Context: an optimization exercise on an open-source flow, tuned for small area, a short achievable clock period and few clock cycles. The choices shown serve that exercise and are no tape-out recipe. Function was checked by simulation only, so behaviour that the tests miss may differ from the original.

==> flow/design.v, too long to show whole: its modules and the start of the top module <==
// module gtp_cordic_unit: 72 lines
// module gtp_cordic_last: 40 lines
// module gtp_zsum: 480 lines
// module gtp_dmul: 567 lines
// module gtp_gmul: 516 lines
// module gtp_near: 1218 lines
// module go_to_point_steering_controller: 524 lines
module go_to_point_steering_controller (
    input  logic                              clk,
    input  logic                              rst_n,
    input  logic                              in_valid,
    output logic                              in_ready,
    input  logic [1:0]                        in_kind,
    input  logic signed [15:0]                in_waypoint_x,
    input  logic signed [15:0]                in_waypoint_y,
    input  logic signed [15:0]                in_pose_x,
    input  logic signed [15:0]                in_pose_y,
    input  logic signed [14:0]                in_pose_heading,
    output logic                              out_valid,
    input  logic                              out_ready,
    output logic [14:0]                       out_linear_speed,
    output logic signed [15:0]                out_turn_rate,
    output logic [16:0]                       out_distance,
    output logic [2:0]                        out_status,
    output logic                              out_last,
    input  logic                              cfg_we,
    input  logic [gtp_pkg::CFG_IDX_W-1:0]     cfg_index,
    input  logic [gtp_pkg::CFG_DATA_W-1:0]    cfg_data
);
  // ...
==> flow/run.sh <==
#!/bin/bash
# synth_recipe.tcl (not shown) runs the flow's synth.tcl, then flattens the netlist and writes it again
# the make line also repeats each setting of config.mk as NAME=value (left out here)
make -C /OpenROAD-flow-scripts/flow DESIGN_CONFIG=/design/flow/config.mk WORK_HOME=/design/flow/orfs CLKGATE_MAP_FILE= SYNTH_SCRIPT=/design/flow/synth_recipe.tcl finish
==> flow/config.mk <==
export PLATFORM = sky130hd
export DESIGN_NAME = go_to_point_steering_controller
export DESIGN_NICKNAME = go_to_point_steering_controller
export VERILOG_FILES = /design/flow/design.v
export SDC_FILE = /design/flow/constraint.sdc
export NUM_CORES = 4
export LEC_CHECK = 0
export CAP_MARGIN = 20
export CORE_MARGIN = 2
export CORE_UTILIZATION = 62
export CTS_BUF_LIST = sky130_fd_sc_hd__clkbuf_8
export CTS_CLUSTER_SIZE = 40
export SLEW_MARGIN = 20
==> flow/constraint.sdc <==
create_clock -name core_clock -period 12.0 [get_ports {clk}]
set_input_delay 2.4000 -clock core_clock [delete_from_list [all_inputs] [get_ports {clk}]]
set_output_delay 2.4000 -clock core_clock [all_outputs]
set_load 0.01 [all_outputs]
==> impl_results.html, run 1 <==
<table>
<tr><th>Metric</th><th>Value</th></tr>
<tr><th colspan="2">Outcome</th></tr>
<tr><td>Run status</td><td>no timing/DRC/antenna violations</td></tr>
<tr><th colspan="2">Cells and area</th></tr>
<tr><td>FF+latch count</td><td>1,089</td></tr>
<tr><td>Post-route cell area</td><td>96,000 um2</td></tr>
<tr><td>Area of the multi-input gates</td><td>52,100 um2</td></tr>
<tr><td>Clock tree cell share of total cell area</td><td>4.33%</td></tr>
<tr><td>Fraction of final layout cells sized beyond drive strength 1</td><td>8.39%</td></tr>
<tr><td>Sequential portion of the cell area</td><td>32.4%</td></tr>
<tr><td>Number of clock buffers in the layout</td><td>200</td></tr>
<tr><td>Non-Filler Instances</td><td>10.5k</td></tr>
<tr><td>FF/Latch Area</td><td>31,100 um2</td></tr>
<tr><td>Non-Clock Buffer Count</td><td>214</td></tr>
<tr><td>Max reg flops</td><td>48</td></tr>
<tr><td>Signal buf overhead</td><td>2.09%</td></tr>
<tr><th colspan="2">Detailed routing</th></tr>
<tr><td>Routed metal-1 wire length</td><td>92,800 um</td></tr>
<tr><td>Met3 routed WL</td><td>11,000 um</td></tr>
<tr><td>Sum of routed wire length over all layers</td><td>222,000 um</td></tr>
<tr><td>Initial DRT Pass Iterations</td><td>6</td></tr>
<tr><th colspan="2">Timing</th></tr>
<tr><td>Max-slew violation total from the final report</td><td>0</td></tr>
<tr><td>Tmin final</td><td>5.84 ns</td></tr>
<tr><td>Worst clock skew</td><td>0.0631 ns</td></tr>
<tr><td>Fraction of the cycle the final worst path needs</td><td>48.6%</td></tr>
<tr><td>Fmax</td><td>0.171 GHz</td></tr>
<tr><th colspan="2">Placed design</th></tr>
<tr><td>Post-detailed-placement cell area</td><td>91,800 um2</td></tr>
<tr><td>Global placer's final weighted congestion</td><td>0.919</td></tr>
<tr><td>Number of instances in the placed design</td><td>10.1k</td></tr>
<tr><th colspan="2">Yosys</th></tr>
<tr><td>Post-synthesis area per instance</td><td>10.7 um2</td></tr>
<tr><td>Synthesized-area fraction occupied by and/or/nand/nor cells</td><td>8.60%</td></tr>
<tr><td>Yosys warning count</td><td>7</td></tr>
<tr><td>Flop and latch count out of synthesis</td><td>1,089</td></tr>
<tr><th colspan="2">Floorplanning</th></tr>
<tr><td>Die footprint</td><td>145,000 um2</td></tr>
<tr><td>Die height</td><td>381 um</td></tr>
<tr><td>Number of tap instances</td><td>1,890</td></tr>
<tr><th colspan="2">Clocking</th></tr>
<tr><td>Number of buffers inserted during clock tree synthesis</td><td>187</td></tr>
<tr><td>Clock tree from TritonCTS</td><td>built</td></tr>
<tr><td>Clk latency of the worst-skew pair</td><td>0.94 ns</td></tr>
<tr><th colspan="2">Worst setup path</th></tr>
<tr><td>Number of cells on the critical path</td><td>9</td></tr>
<tr><td>CP startpoint kind</td><td>input pin</td></tr>
<tr><td>Crit-path most repeated cell</td><td>sky130_fd_sc_hd__buf_4</td></tr>
<tr><td>Library cell contributing the largest single delay on the critical path</td><td>sky130_fd_sc_hd__buf_4</td></tr>
<tr><td>Reg2reg setup slack</td><td>6.20 ns</td></tr>
<tr><th colspan="2">Global routing</th></tr>
<tr><td>All-layer global routing usage</td><td>31.0%</td></tr>
</table>
Testbench counts, summed over its fixed seeds: cycles 1,998.
==> inputs of run 2 (changes only) <==
--- a/flow/config.mk
+++ b/flow/config.mk
@@ -9,5 +9,3 @@
 export CORE_MARGIN = 2
-export CORE_UTILIZATION = 62
-export CTS_BUF_LIST = sky130_fd_sc_hd__clkbuf_8
-export CTS_CLUSTER_SIZE = 40
+export CORE_UTILIZATION = 70
 export SLEW_MARGIN = 20
==> run 2 against run 1 <==
  * Flip-flop and latch count unchanged
  * Routed wire length up 0.86%
  * Count of clock-buffer cells in the layout down 50
  * Utilization up 8.2 points
  * Setup slack worse by 0.22 ns
==> impl_results.html, run 2 <==
<table>
<tr><th>Metric</th><th>Value</th></tr>
<tr><th colspan="2">Outcome</th></tr>
<tr><td>Run status</td><td>no timing/DRC/antenna violations</td></tr>
<tr><th colspan="2">Cells and area</th></tr>
<tr><td>Reg with most FFs</td><td>tg</td></tr>
<tr><td>Most frequent cells in the layout</td><td>sky130_fd_sc_hd__inv_1 (1,141), sky130_fd_sc_hd__ha_1 (820), sky130_fd_sc_hd__edfxtp_1 (819), sky130_fd_sc_hd__fa_1 (603), sky130_fd_sc_hd__nand2_1 (539)</td></tr>
<tr><td>Nets</td><td>9,867</td></tr>
<tr><td>Most common cell after layout, fill and taps aside</td><td>sky130_fd_sc_hd__inv_1</td></tr>
<tr><td>Count of filler cells inserted in the layout</td><td>8,461</td></tr>
<tr><td>Fraction of final layout cells sized beyond drive strength 1</td><td>7.42% (-0.97 points)</td></tr>
<tr><td>Syn-to-layout area delta</td><td>8.11%</td></tr>
<tr><td>Max reg flops</td><td>48 (unchanged)</td></tr>
<tr><th colspan="2">Yosys</th></tr>
<tr><td>Number of library cell types mapped by synthesis</td><td>102</td></tr>
<tr><td>Number of enable flip-flop cells after synthesis</td><td>819</td></tr>
<tr><td>Biggest area consumer among synthesized cells</td><td>sky130_fd_sc_hd__edfxtp_1</td></tr>
<tr><td>Cell with the most instances after synthesis</td><td>sky130_fd_sc_hd__inv_1</td></tr>
<tr><td>Post-synthesis area per instance</td><td>10.7 um2 (unchanged)</td></tr>
<tr><td>Most used DFF post-synth</td><td>sky130_fd_sc_hd__edfxtp_1</td></tr>
<tr><td>Sequential element share of the synthesized area</td><td>35.2%</td></tr>
<tr><td>Synth top cells by count</td><td>sky130_fd_sc_hd__inv_1 (1,141), sky130_fd_sc_hd__ha_1 (820), sky130_fd_sc_hd__edfxtp_1 (819)</td></tr>
<tr><td>Flop and latch count out of synthesis</td><td>1,089 (unchanged)</td></tr>
<tr><td>Share of the synthesized area in the top cell type</td><td>27.9%</td></tr>
<tr><td>Synth Instances</td><td>8,273</td></tr>
<tr><td>Async set or reset register ratio after synthesis</td><td>19.0%</td></tr>
<tr><td>Yosys warning count</td><td>7 (unchanged)</td></tr>
<tr><td>Netlist Area Pre-Place</td><td>88,300 um2</td></tr>
<tr><td>Ranking of synthesized cells by area</td><td>sky130_fd_sc_hd__edfxtp_1 (28%), sky130_fd_sc_hd__fa_1 (14%), sky130_fd_sc_hd__ha_1 (12%), sky130_fd_sc_hd__dfrtp_1 (5.1%), sky130_fd_sc_hd__xnor2_1 (4.9%)</td></tr>
<tr><td>Nets in the synthesized netlist</td><td>9,801</td></tr>
<tr><th colspan="2">Placed design</th></tr>
<tr><td>Worst slack at placement</td><td>5.18 ns</td></tr>
<tr><td>Global placer's final weighted congestion</td><td>0.948 (+3.1%)</td></tr>
<tr><td>Detailed Place HPWL</td><td>172,000 um</td></tr>
<tr><td>Input/output buffers</td><td>158</td></tr>
<tr><th colspan="2">Detailed routing</th></tr>
<tr><td>ANT nets after route</td><td>0</td></tr>
<tr><td>Routed metal-1 wire length</td><td>87,700 um (-5.5%)</td></tr>
<tr><td>Per-cell via count in the routed design</td><td>6.17</td></tr>
<tr><td>Highest layer used for signal routing</td><td>met5</td></tr>
<tr><td>Total number of vias</td><td>62.3k</td></tr>
<tr><td>Routed wire length on met2</td><td>109,000 um</td></tr>
<tr><td>Average wire per cell in the routed design</td><td>22.2 um</td></tr>
<tr><td>DR DRC count</td><td>0</td></tr>
<tr><td>Met3 routed WL</td><td>14,100 um (+28%)</td></tr>
<tr><td>Initial DRT Pass Iterations</td><td>9 (+3)</td></tr>
<tr><td>Sum of routed wire length over all layers</td><td>224,000 um (+0.86%)</td></tr>
<tr><td>Detailed Route Iter0 Violations</td><td>5,235</td></tr>
<tr><th colspan="2">Timing</th></tr>
<tr><td>Setup repair after global routing missed its margin</td><td>no</td></tr>
<tr><td>Slew @ Worst Pin</td><td>1.16 ns</td></tr>
<tr><td>Setup ws final</td><td>5.94 ns</td></tr>
<tr><td>Relative slew slack</td><td>22.7%</td></tr>
<tr><td>Worst clock skew</td><td>0.0476 ns (-0.0155 ns)</td></tr>
<tr><td>Fraction of the cycle the final worst path needs</td><td>50.5% (+1.8 points)</td></tr>
<tr><td>Tmin final</td><td>6.06 ns (+0.220 ns)</td></tr>
<tr><td>Fmax</td><td>0.165 GHz (-3.6%)</td></tr>
<tr><td>Final-layout setup total negative slack</td><td>0 ns</td></tr>
<tr><td>Final setup violation count</td><td>0</td></tr>
<tr><td>Max-slew violation total from the final report</td><td>0 (unchanged)</td></tr>
<tr><td>Final hold violation count</td><td>0</td></tr>
<tr><th colspan="2">Job</th></tr>
<tr><td>Max-capacitance violation count</td><td>0</td></tr>
<tr><th colspan="2">Worst setup path</th></tr>
<tr><td>Largest incremental delay on the critical path</td><td>0.89 ns</td></tr>
<tr><td>Library cell contributing the largest single delay on the critical path</td><td>sky130_fd_sc_hd__buf_4</td></tr>
<tr><td>CP startpoint kind</td><td>input pin</td></tr>
<tr><td>Category of the worst setup path capture point</td><td>register</td></tr>
<tr><td>CP Data Arrival Time</td><td>6.52 ns</td></tr>
<tr><td>Cell Chain, Critical Path</td><td>clkdlybuf4s50_1 -&gt; nand2b_1 -&gt; nand2_1 -&gt; maj3_1 -&gt; and2_4 -&gt; inv_8 -&gt; buf_4 -&gt; buf_4 -&gt; and2_1</td></tr>
<tr><td>Count of buffer and inverter cells on the critical path</td><td>4</td></tr>
<tr><td>Crit-path leading delay family</td><td>buffers and inverters</td></tr>
<tr><td>Type of the setup path with the least slack</td><td>in2reg</td></tr>
<tr><td>Critical-path maximum fanout</td><td>97</td></tr>
<tr><td>Crit-path most repeated cell</td><td>sky130_fd_sc_hd__buf_4</td></tr>
<tr><td>Required time of the critical path</td><td>12.47 ns</td></tr>
<tr><th colspan="2">Clocking</th></tr>
<tr><td>Number of buffers inserted during clock tree synthesis</td><td>116 (-38%)</td></tr>
<tr><td>Clock transition at path regs</td><td>0.06 ns</td></tr>
<tr><td>Clk latency of the worst-skew pair</td><td>0.77 ns (-0.17 ns)</td></tr>
<tr><td>Buffer type at the clock tree root</td><td>sky130_fd_sc_hd__clkbuf_16</td></tr>
<tr><td>Clock tree from TritonCTS</td><td>built</td></tr>
<tr><td>Clock sink count</td><td>1,089</td></tr>
<tr><td>Resized cells post-CTS</td><td>0</td></tr>
<tr><td>Post-CTS Hold Fix Bufs</td><td>0</td></tr>
<tr><td>Clock H-tree levels</td><td>3</td></tr>
<tr><td>Maximum buffer depth of the clock tree</td><td>3</td></tr>
<tr><td>Post-CTS repair timing setup buffer count</td><td>0</td></tr>
<tr><th colspan="2">Floorplanning</th></tr>
<tr><td>Die footprint</td><td>129,000 um2 (-11%)</td></tr>
<tr><td>Cell row count</td><td>130</td></tr>
<tr><td>Placeable Area</td><td>125,000 um2</td></tr>
<tr><td>Floorplan die width</td><td>359 um</td></tr>
<tr><td>I/O pin total</td><td>159</td></tr>
<tr><td>Effective utilization at floorplan</td><td>70.4%</td></tr>
<tr><td>Die height</td><td>359 um (-5.8%)</td></tr>
<tr><th colspan="2">Global routing</th></tr>
<tr><td>Vias in the first global route</td><td>64.4k</td></tr>
<tr><td>All-layer global routing usage</td><td>35.1% (+4.2 points)</td></tr>
<tr><td>Wire length of the first global-routing pass</td><td>355,000 um</td></tr>
<tr><td>Largest net degree at the start of global routing</td><td>185</td></tr>
<tr><td>Antenna violations before repair</td><td>4</td></tr>
<tr><td>Congestion Overflow GR</td><td>0</td></tr>
<tr><th colspan="2">Hold path</th></tr>
<tr><td>Class of the tightest hold or removal check</td><td>reg2reg</td></tr>
</table>
[run 2: per-layer routing]
| layer | track usage, % | up-vias |
|---|---|---|
| met1 | 44.1 | 30743 |
| met2 | 59.3 | 2277 |
| met3 | 5.18 | 597 |
| met4 | 18.1 | 4 |
| met5 | 0 | - |
| li1 | - | 28690 |
[run 2: path summary, 6_finish.rpt]
path | startpoint | end | slack, ns | cells after the start
worst max register to register | tgs[6]$_DFFE_PN0N_ | u3.xr[24]$_DFFE_PN_ | 6.16 | 15
max in group asynchronous | rst_n | arrive_tol_reg[5]$_DFFE_PN0P_ | 8.88 | 2
min in group asynchronous | rst_n | max_turn_reg[4]$_DFFE_PN0P_ | 1.61 | 1
worst min-delay path | gain_reg[0]$_DFFE_PN0P_ | bo[0]$_DFF_P_ | 0.39 | 0
worst max-delay path | out_ready | u5.sr[11]$_DFFE_PP_ | 5.94 | 9
worst min register to register | gain_reg[0]$_DFFE_PN0P_ | bo[0]$_DFF_P_ | 0.39 | 0
[run 2: kinds of logic after synthesis]
family | synth area share, %
xor+xnor | 7.22
fa+ha+maj | 25.3
mux | 6.10
flops | 35.2
buf+inv | 6.04
compound gates | 11.5
simple gates | 8.60
[run 2: cell type report]
cell class / instances / area (um2) / share of cell area, %
tap: 1650 / 2060 / 2.16
clock inverter: 69 / 768 / 0.805
sequential: 1089 / 31100 / 32.6
clock buffer: 150 / 3160 / 3.31
antenna: 4 / 10.0 / 0.0105
multi-input combinational: 5781 / 52100 / 54.6
timing repair buffer: 207 / 1970 / 2.06
inverter: 1144 / 4300 / 4.51
[run 2: through the flow]
| stage | instance area (um2) | hold slack, ns | std cells | utilization (%) |
|---|---|---|---|---|
| 3_5_place_dp | 91500 | 0.380 | 9870 | 72.9 |
| 4_1_cts | 95400 | 0.395 | 10089 | 76.1 |
| 6_report | 95400 | 0.393 | 10094 | 76.1 |
| 3_3_place_gp | 91500 | 0.379 | 9870 | 72.9 |
| 5_1_grt | 95400 | 0.420 | 10090 | 76.1 |
| 2_1_floorplan | 88300 | 0.364 | 8273 | - |
==> inputs of run 3 (changes only) <==
--- a/flow/config.mk
+++ b/flow/config.mk
@@ -9,3 +9,3 @@
 export CORE_MARGIN = 2
-export CORE_UTILIZATION = 70
+export CORE_UTILIZATION = 40
 export SLEW_MARGIN = 20
==> run 3 against run 2 <==
  * Register-to-register slack gained 0.16 ns
  * Die area grew 74%
  * Via count decreased by 3.3%
  * Critical path depth increased by 1
  * Routed wire length down 0.81%
  * First-iteration DRC count fell by 25%
  * Clock skew shrank 0.014 ns
  * Critical path type unchanged
  * Critical endpoint unchanged
==> impl_results.html, run 3 <==
<table>
<tr><th>Metric</th><th>Value</th></tr>
<tr><th colspan="2">Detailed routing</th></tr>
<tr><td>Met3 routed WL</td><td>9730 um (-31%)</td></tr>
<tr><td>Routed metal-1 wire length</td><td>101,000 um (+15%)</td></tr>
<tr><td>Routed wire length on met2</td><td>106,000 um (-2.5%)</td></tr>
<tr><td>Detailed Route Iter0 Violations</td><td>3,947 (-25%)</td></tr>
<tr><td>Initial DRT Pass Iterations</td><td>6 (-3)</td></tr>
<tr><td>Total number of vias</td><td>60.3k (-3.3%)</td></tr>
<tr><td>Per-cell via count in the routed design</td><td>5.31 (-14%)</td></tr>
<tr><td>ANT nets after route</td><td>0 (unchanged)</td></tr>
<tr><td>Highest layer used for signal routing</td><td>met4</td></tr>
<tr><td>Sum of routed wire length over all layers</td><td>222,000 um (-0.81%)</td></tr>
<tr><td>Average wire per cell in the routed design</td><td>19.6 um (-12%)</td></tr>
<tr><td>DR DRC count</td><td>0 (unchanged)</td></tr>
<tr><th colspan="2">Timing</th></tr>
<tr><td>Fmax</td><td>0.161 GHz (-2.3%)</td></tr>
<tr><td>Tmin final</td><td>6.20 ns (+0.141 ns)</td></tr>
<tr><td>Final hold violation count</td><td>0 (unchanged)</td></tr>
<tr><td>Slew @ Worst Pin</td><td>1.09 ns (-0.0701 ns)</td></tr>
<tr><td>Max-slew violation total from the final report</td><td>0 (unchanged)</td></tr>
<tr><td>Fraction of the cycle the final worst path needs</td><td>51.7% (+1.2 points)</td></tr>
<tr><td>Final setup violation count</td><td>0 (unchanged)</td></tr>
<tr><td>Setup repair after global routing missed its margin</td><td>no</td></tr>
<tr><td>Relative slew slack</td><td>27.4% (+4.7 points)</td></tr>
<tr><td>Final-layout setup total negative slack</td><td>0 ns (unchanged)</td></tr>
<tr><td>Worst clock skew</td><td>0.0336 ns (-0.0140 ns)</td></tr>
<tr><th colspan="2">Yosys</th></tr>
<tr><td>Synth Instances</td><td>8,273 (unchanged)</td></tr>
<tr><td>Sequential element share of the synthesized area</td><td>35.2% (unchanged)</td></tr>
<tr><td>Synth top cells by count</td><td>sky130_fd_sc_hd__inv_1 (1,141), sky130_fd_sc_hd__ha_1 (820), sky130_fd_sc_hd__edfxtp_1 (819)</td></tr>
<tr><td>Async set or reset register ratio after synthesis</td><td>19.0% (unchanged)</td></tr>
<tr><td>Ranking of synthesized cells by area</td><td>sky130_fd_sc_hd__edfxtp_1 (28%), sky130_fd_sc_hd__fa_1 (14%), sky130_fd_sc_hd__ha_1 (12%), sky130_fd_sc_hd__dfrtp_1 (5.1%), sky130_fd_sc_hd__xnor2_1 (4.9%)</td></tr>
<tr><td>Number of enable flip-flop cells after synthesis</td><td>819 (unchanged)</td></tr>
<tr><td>Number of library cell types mapped by synthesis</td><td>102 (unchanged)</td></tr>
<tr><td>Cell with the most instances after synthesis</td><td>sky130_fd_sc_hd__inv_1</td></tr>
<tr><td>Yosys warning count</td><td>7 (unchanged)</td></tr>
<tr><td>Share of the synthesized area in the top cell type</td><td>27.9% (unchanged)</td></tr>
<tr><td>Netlist Area Pre-Place</td><td>88,300 um2 (unchanged)</td></tr>
<tr><td>Most used DFF post-synth</td><td>sky130_fd_sc_hd__edfxtp_1</td></tr>
<tr><td>Nets in the synthesized netlist</td><td>9,801 (unchanged)</td></tr>
<tr><td>Flop and latch count out of synthesis</td><td>1,089 (unchanged)</td></tr>
<tr><td>Post-synthesis area per instance</td><td>10.7 um2 (unchanged)</td></tr>
<tr><td>Biggest area consumer among synthesized cells</td><td>sky130_fd_sc_hd__edfxtp_1</td></tr>
<tr><th colspan="2">Cells and area</th></tr>
<tr><td>Count of filler cells inserted in the layout</td><td>20.6k (+140%)</td></tr>
<tr><td>Syn-to-layout area delta</td><td>10.5%</td></tr>
<tr><td>Nets</td><td>9,889 (+0.22%)</td></tr>
<tr><td>Fraction of final layout cells sized beyond drive strength 1</td><td>7.72% (+0.30 points)</td></tr>
<tr><td>Reg with most FFs</td><td>tg</td></tr>
<tr><td>Max reg flops</td><td>48 (unchanged)</td></tr>
<tr><td>Most frequent cells in the layout</td><td>sky130_fd_sc_hd__inv_1 (1,141), sky130_fd_sc_hd__ha_1 (820), sky130_fd_sc_hd__edfxtp_1 (819), sky130_fd_sc_hd__fa_1 (603), sky130_fd_sc_hd__nand2_1 (539)</td></tr>
<tr><td>Most common cell after layout, fill and taps aside</td><td>sky130_fd_sc_hd__inv_1</td></tr>
<tr><th colspan="2">Clocking</th></tr>
<tr><td>Post-CTS repair timing setup buffer count</td><td>0 (unchanged)</td></tr>
<tr><td>Post-CTS Hold Fix Bufs</td><td>0 (unchanged)</td></tr>
<tr><td>Resized cells post-CTS</td><td>0 (unchanged)</td></tr>
<tr><td>Clock tree from TritonCTS</td><td>built</td></tr>
<tr><td>Maximum buffer depth of the clock tree</td><td>3 (unchanged)</td></tr>
<tr><td>Number of buffers inserted during clock tree synthesis</td><td>133 (+15%)</td></tr>
<tr><td>Clock sink count</td><td>1,089 (unchanged)</td></tr>
<tr><td>Clk latency of the worst-skew pair</td><td>0.80 ns (+0.03 ns)</td></tr>
<tr><td>Buffer type at the clock tree root</td><td>sky130_fd_sc_hd__clkbuf_16</td></tr>
<tr><td>Clock transition at path regs</td><td>0.06 ns (about the same)</td></tr>
<tr><td>Clock H-tree levels</td><td>4 (+1)</td></tr>
<tr><th colspan="2">Placed design</th></tr>
<tr><td>Global placer's final weighted congestion</td><td>0.919 (-3.1%)</td></tr>
<tr><td>Detailed Place HPWL</td><td>171,000 um (-0.50%)</td></tr>
<tr><td>Input/output buffers</td><td>158 (unchanged)</td></tr>
<tr><th colspan="2">Floorplanning</th></tr>
<tr><td>Effective utilization at floorplan</td><td>40.2% (-30 points)</td></tr>
<tr><td>Cell row count</td><td>172 (+32%)</td></tr>
<tr><td>Floorplan die width</td><td>474 um (+32%)</td></tr>
<tr><td>Die footprint</td><td>224,000 um2 (+74%)</td></tr>
<tr><td>Placeable Area</td><td>220,000 um2 (+75%)</td></tr>
<tr><td>I/O pin total</td><td>159 (unchanged)</td></tr>
<tr><td>Die height</td><td>474 um (+32%)</td></tr>
<tr><th colspan="2">Worst setup path</th></tr>
<tr><td>CP startpoint kind</td><td>input pin</td></tr>
<tr><td>Critical-path maximum fanout</td><td>163 (+68%)</td></tr>
<tr><td>Required time of the critical path</td><td>12.50 ns (+0.03 ns)</td></tr>
<tr><td>Type of the setup path with the least slack</td><td>in2reg</td></tr>
<tr><td>CP Data Arrival Time</td><td>6.70 ns (+0.18 ns)</td></tr>
<tr><td>Category of the worst setup path capture point</td><td>register</td></tr>
<tr><th colspan="2">Global routing</th></tr>
<tr><td>Largest net degree at the start of global routing</td><td>164 (-11%)</td></tr>
<tr><td>Antenna violations before repair</td><td>7 (+3)</td></tr>
<tr><td>All-layer global routing usage</td><td>19.9% (-15 points)</td></tr>
<tr><td>Congestion Overflow GR</td><td>0 (unchanged)</td></tr>
<tr><td>Wire length of the first global-routing pass</td><td>353,000 um (-0.60%)</td></tr>
<tr><td>Vias in the first global route</td><td>62.4k (-3.1%)</td></tr>
<tr><th colspan="2">Outcome</th></tr>
<tr><td>Run status</td><td>no timing/DRC/antenna violations</td></tr>
<tr><th colspan="2">Hold path</th></tr>
<tr><td>Class of the tightest hold or removal check</td><td>reg2reg</td></tr>
<tr><th colspan="2">Job</th></tr>
<tr><td>Max-capacitance violation count</td><td>0 (unchanged)</td></tr>
</table>
==> run 3: cell types whose count changed in the layout (fill, tap and decap cells not counted), moves of 2 or more <==
cell and change:
sky130_fd_sc_hd__nor2_2 +3, sky130_fd_sc_hd__diode_2 -3, sky130_fd_sc_hd__clkinv_4 -5, sky130_fd_sc_hd__clkbuf_16 +17
sky130_fd_sc_hd__clkinv_16 +2, sky130_fd_sc_hd__nor2_4 -2, sky130_fd_sc_hd__clkbuf_1 +4, sky130_fd_sc_hd__inv_6 +2
sky130_fd_sc_hd__buf_4 +4, sky130_fd_sc_hd__clkinv_8 +2, sky130_fd_sc_hd__clkinv_2 +2, sky130_fd_sc_hd__clkinvlp_4 -2
==> run 3: metrics by stage <==
step	cells	hold WS [ns]	cell area [um2]	setup slack, ns	utilization (%)
after floorplan	8273	0.364	88300	1.94	-
after global placement	11096	0.393	93000	5.05	42.4
after CTS	11342	0.405	97600	5.83	44.4
final	11343	0.403	97600	5.80	44.5
after global routing	11342	0.419	97600	5.53	44.4
after detailed placement	11097	0.395	93100	4.98	42.4
==> run 3: final cells by class <==
class	count	area, um2	area share (%)
clock buffers	173	3620	3.71
clock inverters	72	880	0.901
multi-input cells	5781	52100	53.4
diodes	1	2.50	0.00256
well taps	2871	3590	3.68
repair buffers	212	2010	2.06
flip-flops and latches	1089	31100	31.9
inverters	1144	4300	4.41
==> run 3: routing by layer <==
metal / track usage, % / vias to the layer above
met4: 5.10 / 0
met2: 33.6 / 1210
met3: 2.79 / 299
met1: 26.9 / 30036
li1: - / 28724
met5: 0 / -
==> run 3: final timing paths <==
kind                                          startpoint             endpoint  slack, ns  cells after the start
max in group asynchronous                          rst_n   tgs[6]$_DFFE_PN0N_       8.97                      2
worst min-delay path            gain_reg[15]$_DFFE_PN0P_        bn[7]$_DFF_P_       0.40                      0
worst min register to register  gain_reg[15]$_DFFE_PN0P_        bn[7]$_DFF_P_       0.40                      0
worst max-delay path                           out_ready  u5.sr[11]$_DFFE_PP_       5.80                     10
min in group asynchronous                          rst_n         ov$_DFF_PN0_       1.56                      1
worst max register to register            p_sw$_DFFE_PN_   r1_w[24]$_DFFE_PN_       6.32                     22
==> run 3: cells by family after synthesis <==
logic type / synth area share [%]
AND/OR/NAND/NOR: 8.60
AO/OA/AOI/OAI: 11.5
multiplexers: 6.10
buffers and inverters: 6.04
adder cells (fa/ha/maj): 25.3
XOR/XNOR: 7.22
flip-flops: 35.2
==> run 3: worst max-delay path: stages <==
cell and delay (ns):
sky130_fd_sc_hd__clkdlybuf4s50_1 0.48, sky130_fd_sc_hd__nand2b_1 0.15, sky130_fd_sc_hd__nand2_1 0.13, sky130_fd_sc_hd__maj3_1 0.37
sky130_fd_sc_hd__and2_4 0.16, sky130_fd_sc_hd__buf_4 0.36, sky130_fd_sc_hd__inv_8 0.66, sky130_fd_sc_hd__buf_4 0.76
sky130_fd_sc_hd__buf_12 0.59, sky130_fd_sc_hd__and2_1 0.28
==> inputs of run 4 (changes only) <==
--- a/flow/config.mk
+++ b/flow/config.mk
@@ -9,3 +9,3 @@
 export CORE_MARGIN = 2
-export CORE_UTILIZATION = 40
+export CORE_UTILIZATION = 55
 export SLEW_MARGIN = 20
==> run 4 against run 3 <==
  * Still clean
  * Via count up 0.16%
  * Synthesized cell count unchanged
  * First-iteration DRC count up 1.4%
  * Die area down 27%
  * Area after synthesis unchanged
  * Maximum frequency up 5.0%
==> impl_results.html, run 4 <==
<table>
<tr><th>Metric</th><th>Value</th></tr>
<tr><th colspan="2">Cells and area</th></tr>
<tr><td>Max reg flops</td><td>48 (unchanged)</td></tr>
<tr><td>Syn-to-layout area delta</td><td>9.46%</td></tr>
<tr><td>Most common cell after layout, fill and taps aside</td><td>sky130_fd_sc_hd__inv_1</td></tr>
<tr><td>Reg with most FFs</td><td>tg</td></tr>
<tr><td>Most frequent cells in the layout</td><td>sky130_fd_sc_hd__inv_1 (1,141), sky130_fd_sc_hd__ha_1 (820), sky130_fd_sc_hd__edfxtp_1 (819), sky130_fd_sc_hd__fa_1 (603), sky130_fd_sc_hd__nand2_1 (539)</td></tr>
<tr><td>Final Util</td><td>60.4% (+16 points)</td></tr>
<tr><td>Nets</td><td>9,898 (+0.091%)</td></tr>
<tr><td>Fraction of final layout cells sized beyond drive strength 1</td><td>7.78% (+0.063 points)</td></tr>
<tr><td>Post-route cell area</td><td>96,600 um2 (-0.96%)</td></tr>
<tr><th colspan="2">Worst setup path</th></tr>
<tr><td>Crit-path most repeated cell</td><td>sky130_fd_sc_hd__buf_4</td></tr>
<tr><td>Library cell contributing the largest single delay on the critical path</td><td>sky130_fd_sc_hd__buf_4</td></tr>
<tr><td>Type of the setup path with the least slack</td><td>reg2reg</td></tr>
<tr><td>Critical-path maximum fanout</td><td>57 (-65%)</td></tr>
<tr><td>Largest incremental delay on the critical path</td><td>0.73 ns (-0.03 ns)</td></tr>
<tr><td>Required time of the critical path</td><td>12.55 ns (+0.05 ns)</td></tr>
<tr><td>Crit-path leading delay family</td><td>compound AO/OA/AOI/OAI gates</td></tr>
<tr><td>Launching instance or port of the critical path</td><td>tgs[2]$_DFFE_PN0N_</td></tr>
<tr><td>Category of the worst setup path capture point</td><td>register</td></tr>
<tr><td>End of the worst register-to-register path</td><td>u1.wr[20]$_DFFE_PN_</td></tr>
<tr><td>Logic depth of the worst register-to-register path</td><td>16 (-27%)</td></tr>
<tr><td>Critical register-to-register path startpoint</td><td>tgs[2]$_DFFE_PN0N_</td></tr>
<tr><td>Cell Chain, Critical Path</td><td>buf_4 -&gt; buf_4 -&gt; a21oi_4 -&gt; buf_4 -&gt; mux2_2 -&gt; fa_1 -&gt; a21o_1 -&gt; a21oi_1 -&gt; o21a_1 -&gt; o21ai_0 -&gt; o31ai_1 -&gt; o31ai_1 -&gt; o31a_1 -&gt; o21a_1 -&gt; nor2_1 -&gt; xnor2_1</td></tr>
<tr><td>Count of buffer and inverter cells on the critical path</td><td>3 (-2)</td></tr>
<tr><td>CP Data Arrival Time</td><td>6.45 ns (-0.25 ns)</td></tr>
<tr><td>CP startpoint kind</td><td>register</td></tr>
<tr><td>Reg2reg setup slack</td><td>6.10 ns (-0.22 ns)</td></tr>
<tr><th colspan="2">Clocking</th></tr>
<tr><td>Clk latency of the worst-skew pair</td><td>0.81 ns (about the same)</td></tr>
<tr><td>Number of buffers inserted during clock tree synthesis</td><td>133 (unchanged)</td></tr>
<tr><td>Clock H-tree levels</td><td>4 (unchanged)</td></tr>
<tr><td>Clock tree from TritonCTS</td><td>built</td></tr>
<tr><td>Resized cells post-CTS</td><td>0 (unchanged)</td></tr>
<tr><td>Post-CTS Hold Fix Bufs</td><td>0 (unchanged)</td></tr>
<tr><td>Maximum buffer depth of the clock tree</td><td>3 (unchanged)</td></tr>
<tr><td>Clock transition at path regs</td><td>0.06 ns (about the same)</td></tr>
<tr><td>Post-CTS repair timing setup buffer count</td><td>0 (unchanged)</td></tr>
<tr><td>Buffer type at the clock tree root</td><td>sky130_fd_sc_hd__clkbuf_16</td></tr>
<tr><td>Clock sink count</td><td>1,089 (unchanged)</td></tr>
<tr><th colspan="2">Yosys</th></tr>
<tr><td>Synthesized-area fraction occupied by and/or/nand/nor cells</td><td>8.60% (unchanged)</td></tr>
<tr><td>Largest family of logic cells by synthesized area</td><td>adder cells</td></tr>
<tr><td>Post-synthesis share of cell area spent on full adders, half adders and majority gates</td><td>25.3% (unchanged)</td></tr>
<tr><td>Netlist Area Pre-Place</td><td>88,300 um2 (unchanged)</td></tr>
<tr><td>Nets in the synthesized netlist</td><td>9,801 (unchanged)</td></tr>
<tr><td>Sequential element share of the synthesized area</td><td>35.2% (unchanged)</td></tr>
<tr><td>Synth Instances</td><td>8,273 (unchanged)</td></tr>
<tr><td>Share of the synthesized area in the top cell type</td><td>27.9% (unchanged)</td></tr>
<tr><td>Cell with the most instances after synthesis</td><td>sky130_fd_sc_hd__inv_1</td></tr>
<tr><td>Biggest area consumer among synthesized cells</td><td>sky130_fd_sc_hd__edfxtp_1</td></tr>
<tr><td>Synth top cells by count</td><td>sky130_fd_sc_hd__inv_1 (1,141), sky130_fd_sc_hd__ha_1 (820), sky130_fd_sc_hd__edfxtp_1 (819)</td></tr>
<tr><td>Most used DFF post-synth</td><td>sky130_fd_sc_hd__edfxtp_1</td></tr>
<tr><td>Area share of xor/xnor cells in the synthesized design</td><td>7.22% (unchanged)</td></tr>
<tr><td>Number of enable flip-flop cells after synthesis</td><td>819 (unchanged)</td></tr>
<tr><td>Yosys warning count</td><td>7 (unchanged)</td></tr>
<tr><td>Async set or reset register ratio after synthesis</td><td>19.0% (unchanged)</td></tr>
<tr><td>Ranking of synthesized cells by area</td><td>sky130_fd_sc_hd__edfxtp_1 (28%), sky130_fd_sc_hd__fa_1 (14%), sky130_fd_sc_hd__ha_1 (12%), sky130_fd_sc_hd__dfrtp_1 (5.1%), sky130_fd_sc_hd__xnor2_1 (4.9%)</td></tr>
<tr><td>Number of library cell types mapped by synthesis</td><td>102 (unchanged)</td></tr>
<tr><td>Area fraction in compound gates after synthesis</td><td>11.5% (unchanged)</td></tr>
<tr><td>Share of synthesized area spent on multiplexers</td><td>6.10% (unchanged)</td></tr>
<tr><td>Flop and latch count out of synthesis</td><td>1,089 (unchanged)</td></tr>
<tr><td>Post-synthesis area per instance</td><td>10.7 um2 (unchanged)</td></tr>
<tr><th colspan="2">Timing</th></tr>
<tr><td>Final hold violation count</td><td>0 (unchanged)</td></tr>
<tr><td>Fraction of the cycle the final worst path needs</td><td>49.2% (-2.5 points)</td></tr>
<tr><td>Slew @ Worst Pin</td><td>1.29 ns (+0.204 ns)</td></tr>
<tr><td>Setup repair after global routing missed its margin</td><td>no</td></tr>
<tr><td>Max-slew violation total from the final report</td><td>0 (unchanged)</td></tr>
<tr><td>Worst clock skew</td><td>0.0402 ns (+0.00666 ns)</td></tr>
<tr><td>Fmax</td><td>0.169 GHz (+5.0%)</td></tr>
<tr><td>Final-layout setup total negative slack</td><td>0 ns (unchanged)</td></tr>
<tr><td>Relative slew slack</td><td>13.5% (-14 points)</td></tr>
<tr><td>Final setup violation count</td><td>0 (unchanged)</td></tr>
<tr><td>Tmin final</td><td>5.90 ns (-0.295 ns)</td></tr>
<tr><td>Minimum hold slack</td><td>0.408 ns (+0.00588 ns)</td></tr>
<tr><th colspan="2">Hold path</th></tr>
<tr><td>Worst Hold Path Cells</td><td>0 (unchanged)</td></tr>
<tr><td>Class of the tightest hold or removal check</td><td>reg2reg</td></tr>
<tr><td>Worst hold start</td><td>u2.sr[4]$_DFFE_PP_</td></tr>
<tr><td>Hold Path End</td><td>u3.sr[4]$_DFFE_PP_</td></tr>
<tr><th colspan="2">Placed design</th></tr>
<tr><td>Post-detailed-placement cell area</td><td>92,100 um2 (-1.0%)</td></tr>
<tr><td>Detailed Place HPWL</td><td>177,000 um (+3.2%)</td></tr>
<tr><td>Global placer's final weighted congestion</td><td>0.923 (+0.48%)</td></tr>
<tr><td>Input/output buffers</td><td>158 (unchanged)</td></tr>
<tr><th colspan="2">Detailed routing</th></tr>
<tr><td>Sum of routed wire length over all layers</td><td>229,000 um (+3.1%)</td></tr>
<tr><td>Detailed Route Iter0 Violations</td><td>4,002 (+1.4%)</td></tr>
<tr><td>Per-cell via count in the routed design</td><td>5.71 (+7.5%)</td></tr>
<tr><td>Total number of vias</td><td>60.4k (+0.16%)</td></tr>
<tr><td>DR DRC count</td><td>0 (unchanged)</td></tr>
<tr><td>ANT nets after route</td><td>0 (unchanged)</td></tr>
<tr><td>Initial DRT Pass Iterations</td><td>9 (+3)</td></tr>
<tr><td>Average wire per cell in the routed design</td><td>21.7 um (+11%)</td></tr>
<tr><th colspan="2">Floorplanning</th></tr>
<tr><td>Effective utilization at floorplan</td><td>55.2% (+15 points)</td></tr>
<tr><td>Die height</td><td>405 um (-15%)</td></tr>
<tr><td>Die footprint</td><td>164,000 um2 (-27%)</td></tr>
<tr><td>I/O pin total</td><td>159 (unchanged)</td></tr>
<tr><td>Floorplan die width</td><td>405 um (-15%)</td></tr>
<tr><td>Placeable Area</td><td>160,000 um2 (-27%)</td></tr>
<tr><td>Cell row count</td><td>147 (-15%)</td></tr>
<tr><th colspan="2">Global routing</th></tr>
<tr><td>All-layer global routing usage</td><td>28.4% (+8.4 points)</td></tr>
<tr><td>Antenna violations before repair</td><td>8 (+1)</td></tr>
<tr><td>Vias in the first global route</td><td>62.2k (-0.33%)</td></tr>
<tr><td>Congestion Overflow GR</td><td>0 (unchanged)</td></tr>
<tr><td>Largest net degree at the start of global routing</td><td>118 (-28%)</td></tr>
<tr><td>Wire length of the first global-routing pass</td><td>358,000 um (+1.5%)</td></tr>
<tr><th colspan="2">Outcome</th></tr>
<tr><td>Run status</td><td>no timing/DRC/antenna violations</td></tr>
<tr><th colspan="2">Job</th></tr>
<tr><td>Max-capacitance violation count</td><td>0 (unchanged)</td></tr>
</table>
==> run 4: cell count changes in the layout (fill, tap and decap cells not counted), moves of 4 or more <==
| cell | previous run | this run |
|---|---|---|
| sky130_fd_sc_hd__buf_4 | 51 | 61 |
| sky130_fd_sc_hd__bufinv_16 | 10 | 14 |
| sky130_fd_sc_hd__clkbuf_8 | 10 | 1 |
| sky130_fd_sc_hd__clkinv_1 | 15 | 20 |
| sky130_fd_sc_hd__clkinv_2 | 18 | 29 |
| sky130_fd_sc_hd__clkinv_4 | 6 | 0 |
==> run 4: how the worst max path moves through the flow <==
stage,slack [ns],to,cells past startpoint
5_1_grt,5.82,u1.xr[25]$_DFFE_PN_,16
6_report,6.10,u1.wr[20]$_DFFE_PN_,16
3_3_place_gp,5.47,u5.sr[11]$_DFFE_PP_,9
3_5_place_dp,5.40,u5.sr[11]$_DFFE_PP_,9
2_1_floorplan,1.94,r10_al$_DFFE_PN_,7
4_1_cts,6.10,u1.wr[20]$_DFFE_PN_,16
==> run 4: cell families (layout without fill, tap and decap cells) <==
family          count (synthesis)  after routing
simple gates                 1568           1568
compound gates               1556           1556
fa+ha+maj                    1426           1426
buf+inv                      1403           1610
flops                        1089           1089
xor+xnor                      728            728
mux                           503            503
other cells                     0              2
==> run 4: layout make-up <==
type	count	area [um2]
fill	13572	63400
multi-input combinational	5781	52100
sequential	1089	31100
inverter	1144	4300
clock buffer	160	3440
tap	2086	2610
timing repair buffer	221	2080
clock inverter	85	1030
antenna	2	5.00
==> run 4: layer usage <==
layer / GRT usage, % / routed length (um) / vias to the layer above / part of all wire, %
li1: - / - / 28752 / -
met5: 0 / 0 / - / 0
met3: 3.41 / 9360 / 320 / 4.1
met4: 9.13 / 7500 / 0 / 3.3
met1: 37.2 / 99000 / 30017 / 43
met2: 48.9 / 113000 / 1276 / 49
==> run 4: per-stage QoR <==
step | std cells | setup WS, ns
6_report | 10568 | 6.10
5_1_grt | 10566 | 5.82
4_1_cts | 10565 | 6.10
3_5_place_dp | 10320 | 5.40
3_3_place_gp | 10320 | 5.47
2_1_floorplan | 8273 | 1.94

-- separate check: timing with driven ports --
In the flow no input, the clock included, has a driving cell. The finished layouts below were timed again as built, in two steps. Step 1 (the two cells are an assumption about what drives the block):
set clk [get_ports {clk}]
set_driving_cell -lib_cell sky130_fd_sc_hd__clkbuf_16 $clk
set_driving_cell -lib_cell sky130_fd_sc_hd__buf_2 [delete_from_list [all_inputs] $clk]
Step 2 times the ports against the registers' clock, not the clock port: input delays grow and output delays shrink by t, the midpoint of the rising clock arrivals with the driver on. a / b / c = ideal / step 1 / step 2; a / b = the first two.
run	t (ns)	setup WS [ns]	hold WS [ns]	worst register clock-pin slew, ns	cell pins on the clock port's net
run 1	0.998	6.162 / 6.185 / 5.187	0.394 / 0.394 / 0.394	0.07 / 0.07	1
run 2	0.828	5.942 / 5.970 / 5.142	0.393 / 0.393 / 0.393	0.07 / 0.07	1
run 3	0.869	5.801 / 5.856 / 4.987	0.403 / 0.403 / 0.403	0.07 / 0.07	1
run 4	0.872	6.096 / 6.096 / 5.408	0.408 / 0.408 / 0.408	0.07 / 0.07	1
After both steps setup and hold are still met in every run listed. The setup slack of run 1, which loses most, moves by +0.023 ns with the drivers and by -0.975 ns with both steps.
